Context: an optimization exercise on an open-source flow, tuned for small area and few clock cycles per item. The choices shown serve that exercise and are no tape-out recipe.
Function was checked by simulation only, so behaviour that the tests miss may differ from the original.
No activity file was given, so power comes from the tool's default toggle rates.

Design cell_hist_accum, start of the top module:
module cell_hist_accum #(
  parameter int IMAGE_WIDTH        = 64,
  parameter int IMAGE_HEIGHT       = 480,
  parameter int CELL_ROW_PIXELS    = 8,
  parameter int CELL_COLUMN_PIXELS = 8,
  parameter int BIN_WIDTH          = 14,
  parameter int BINS               = 9,
  parameter int MAG_WIDTH          = 8,
  parameter int HISTOGRAM_WIDTH    = BIN_WIDTH*(BINS+1)
) (
  input  logic                       clk,
  input  logic                       rst,
  input  logic                       in_valid,
  output logic                       in_ready,
  input  logic [3:0]                 bin_index,
  input  logic [MAG_WIDTH-1:0]       magnitude,
  output logic                       out_valid,
  input  logic                       out_ready,
  output logic [HISTOGRAM_WIDTH-1:0] cell_histogram,
  output logic                       out_last
);
  function automatic logic [13:0] radd(input logic [13:0] a, input logic [13:0] b);
    logic c;
    c = 1'b0;
    for (int i = 0; i < 14; i++) begin
      radd[i] = a[i] ^ b[i] ^ c;
      c = (a[i] & b[i]) | (a[i] & c) | (b[i] & c);
    end
  endfunction
  logic [5:0]  ph;         
  logic [2:0]  cx, px;     
  logic [2:0]  yl;         
  logic [5:0]  yr;         
  logic [7:0]  pending;    
  logic [2:0]  cap_col;    
  logic accept, acc_last;
  logic first_row, last_row, frame_end;
  assign first_row = (yl == 3'd0);
  assign last_row  = (yl == 3'd7);
  assign frame_end = last_row && (yr == 6'd59) && (cx == 3'd7);
  assign in_ready = (ph[5:3] == cx) && ((px != 3'd7) || (ph[2:0] == 3'd7)) &&
  ...
Size in the first run: roughly 1900 cells after synthesis, ~160 I/O pins.
==> flow/config.mk <==
export PLATFORM = sky130hd
export DESIGN_NAME = cell_hist_accum
export DESIGN_NICKNAME = cell_hist_accum
export VERILOG_FILES = /design/flow/design.v
export SDC_FILE = /design/flow/constraint.sdc
export NUM_CORES = 4
export LEC_CHECK = 0
export CAP_MARGIN = 20
export CORE_MARGIN = 2
export CORE_UTILIZATION = 65
export SLEW_MARGIN = 20
export SYNTH_HIERARCHICAL = 1
==> flow/constraint.sdc <==
create_clock -name core_clock -period 6.0 [get_ports {clk}]
set_input_delay 1.2000 -clock core_clock [delete_from_list [all_inputs] [get_ports {clk}]]
set_output_delay 1.2000 -clock core_clock [all_outputs]
set_load 0.01 [all_outputs]
standard.sh (not shown) runs the stock make flow with config.mk's settings and CLKGATE_MAP_FILE= SYNTH_SCRIPT=/design/flow/synth_recipe.tcl, a recipe that flattens the netlist after the stock synthesis.
==> flow/flow/run.sh <==
#!/bin/bash
# The standard layout (standard.sh, unchanged synthesis, floorplan, power grid and
# routing), with two changes: the port buffers are the smallest buffer cell, and
# clock tree synthesis inserts no dummy loads.
set -euo pipefail
export BUFFER_PORTS_ARGS="-buffer_cell sky130_fd_sc_hd__buf_1"
export CTS_ARGS="-sink_clustering_enable -repair_clock_nets -dont_use_dummy_load -buf_list sky130_fd_sc_hd__clkbuf_4 -sink_clustering_size 10 -sink_clustering_max_diameter 35"
bash standard.sh > standard.log 2>&1
The starting point produced a clean layout.
Testbench counts at the start, summed over its fixed seeds: cycles 491,712, pixels 491,520.
Then changed:
==> flow/flow/run.sh (replaced) <==
#!/bin/bash
# The standard layout (standard.sh, unchanged synthesis, floorplan, power grid and
# routing), with two changes: the port buffers are the smallest buffer cell, and
# clock tree synthesis inserts no dummy loads.
set -euo pipefail
export BUFFER_PORTS_ARGS="-buffer_cell sky130_fd_sc_hd__buf_1"
export CTS_ARGS="-sink_clustering_enable -repair_clock_nets -dont_use_dummy_load -buf_list sky130_fd_sc_hd__clkbuf_4 sky130_fd_sc_hd__clkbuf_8 -sink_clustering_size 12 -sink_clustering_max_diameter 40"
bash standard.sh > standard.log 2>&1
Settings changed: CORE_UTILIZATION 65 to 70.
Outcome:
- With this change the flow aborted during 4_1_cts on STA-0564
- area after synthesis does not change
- synthesized cell count does not change
Then changed:
==> flow/run.sh (new file) <==
#!/bin/bash
# synth_recipe.tcl (not shown) runs the flow's synth.tcl, then flattens the netlist and writes it again
# the make line also repeats each setting of config.mk as NAME=value (left out here)
make -C /OpenROAD-flow-scripts/flow DESIGN_CONFIG=/design/flow/config.mk WORK_HOME=/design/flow/orfs CLKGATE_MAP_FILE= SYNTH_SCRIPT=/design/flow/synth_recipe.tcl finish
Settings changed: CORE_UTILIZATION 70 to 65, CTS_BUF_LIST set to sky130_fd_sc_hd__clkbuf_8, CTS_CLUSTER_DIAMETER set to 50, CTS_CLUSTER_SIZE set to 18.
removed: flow/flow/run.sh
removed: flow/standard.sh
After rerunning: With this change the flow finished with timing, DRC and antenna clean; synthesized cell count does not change; area after synthesis is unchanged.
Then changed:
==> flow/flow/run.sh (new file) <==
#!/bin/bash
# The standard layout (standard.sh, unchanged synthesis, floorplan, power grid and
# routing), with two changes: the port buffers are the smallest buffer cell, and
# clock tree synthesis inserts no dummy loads.
set -euo pipefail
export BUFFER_PORTS_ARGS="-buffer_cell sky130_fd_sc_hd__buf_1"
export CTS_ARGS="-sink_clustering_enable -repair_clock_nets -dont_use_dummy_load -buf_list sky130_fd_sc_hd__clkbuf_8 -sink_clustering_size 18 -sink_clustering_max_diameter 50"
bash standard.sh > standard.log 2>&1
==> flow/standard.sh (new file) <==
#!/bin/bash
# synth_recipe.tcl (not shown) runs the flow's synth.tcl, then flattens the netlist and writes it again
# the make line also repeats each setting of config.mk as NAME=value (left out here)
make -C /OpenROAD-flow-scripts/flow DESIGN_CONFIG=/design/flow/config.mk WORK_HOME=/design/flow/orfs CLKGATE_MAP_FILE= SYNTH_SCRIPT=/design/flow/synth_recipe.tcl "${@:-finish}"
Settings changed: CTS_BUF_LIST sky130_fd_sc_hd__clkbuf_8 to unset, CTS_CLUSTER_DIAMETER 50 to unset, CTS_CLUSTER_SIZE 18 to unset.
removed: flow/run.sh
Final cell count goes down slightly.
Design area goes down by a few percent.
Clock-buffer cell count goes down by 11.
Total power goes down by a few percent.
Global-route usage goes down by 0.43 points.
Then changed:
==> flow/flow/run.sh (replaced) <==
#!/bin/bash
# The standard layout (standard.sh, unchanged synthesis, floorplan, power grid and
# routing), with two changes: the port buffers are the smallest buffer cell, and
# clock tree synthesis inserts no dummy loads.
set -euo pipefail
export BUFFER_PORTS_ARGS="-buffer_cell sky130_fd_sc_hd__buf_1"
export CTS_ARGS="-sink_clustering_enable -repair_clock_nets -dont_use_dummy_load -buf_list sky130_fd_sc_hd__clkbuf_4 -root_buf sky130_fd_sc_hd__clkbuf_16 -tree_buf sky130_fd_sc_hd__clkbuf_16 -sink_clustering_size 12 -sink_clustering_max_diameter 40"
bash standard.sh > standard.log 2>&1
Settings changed: CORE_UTILIZATION 65 to 70.
=>
- die area decreases by a little under a tenth
- worst hold slack improved by 13 ps
- core utilization increases by 5.5 points
- worst setup slack got worse by 48 ps
- sequential power is about the same
Then changed:
==> flow/flow/run.sh (replaced) <==
#!/bin/bash
# The standard layout (standard.sh, unchanged synthesis, floorplan, power grid and
# routing), with two changes: the port buffers are the smallest buffer cell, and
# clock tree synthesis inserts no dummy loads.
set -euo pipefail
export BUFFER_PORTS_ARGS="-buffer_cell sky130_fd_sc_hd__buf_1"
export CTS_ARGS="-sink_clustering_enable -repair_clock_nets -dont_use_dummy_load -buf_list sky130_fd_sc_hd__clkbuf_4 -sink_clustering_size 10 -sink_clustering_max_diameter 35"
bash standard.sh > standard.log 2>&1
After rerunning: The new run passed the timing, design-rule and antenna checks. Final cell count goes up slightly. Area after synthesis does not change. Setup slack improved by 24 ps. Clock power decreases by a few percent.

## what the ideal ports hide
No port has a modelled driver above. Below, the same layouts with a new extraction and two added sets of constraints. Step 1: set_driving_cell puts a clkbuf_16 on clk and a buf_2 on each other input, an assumption about the parent block. Step 2 moves the port delays by t, midway between the first and last clock arrival at a register: inputs arrive t later, outputs are due t later. That takes back most of the time a late clock gives input paths. Slacks: no drivers / after step 1 / after step 2; pairs: no drivers / after step 1.
run | t, ns | setup WS [ns] | latest minus earliest clock arrival (ns) | worst data-port slew with drivers (ns) | pins driven straight from the clock port
the first run | 0.994 | 0.316 / 0.316 / 0.316 | 0.079 / 0.079 | 0.04 | 1
the third run | 0.734 | 0.273 / 0.273 / 0.216 | 0.033 / 0.034 | 0.04 | 1
the fourth run | 0.709 | 0.290 / 0.290 / 0.290 | 0.075 / 0.075 | 0.04 | 1
the fifth run | 0.701 | 0.243 / 0.243 / 0.243 | 0.085 / 0.085 | 0.04 | 1
the sixth run | 0.993 | 0.267 / 0.267 / 0.267 | 0.119 / 0.119 | 0.04 | 1
After both steps setup and hold are still met in every run listed. For the third run, which loses most, drivers alone change the setup slack by 0.000 ns; drivers and shift together by -0.057 ns.
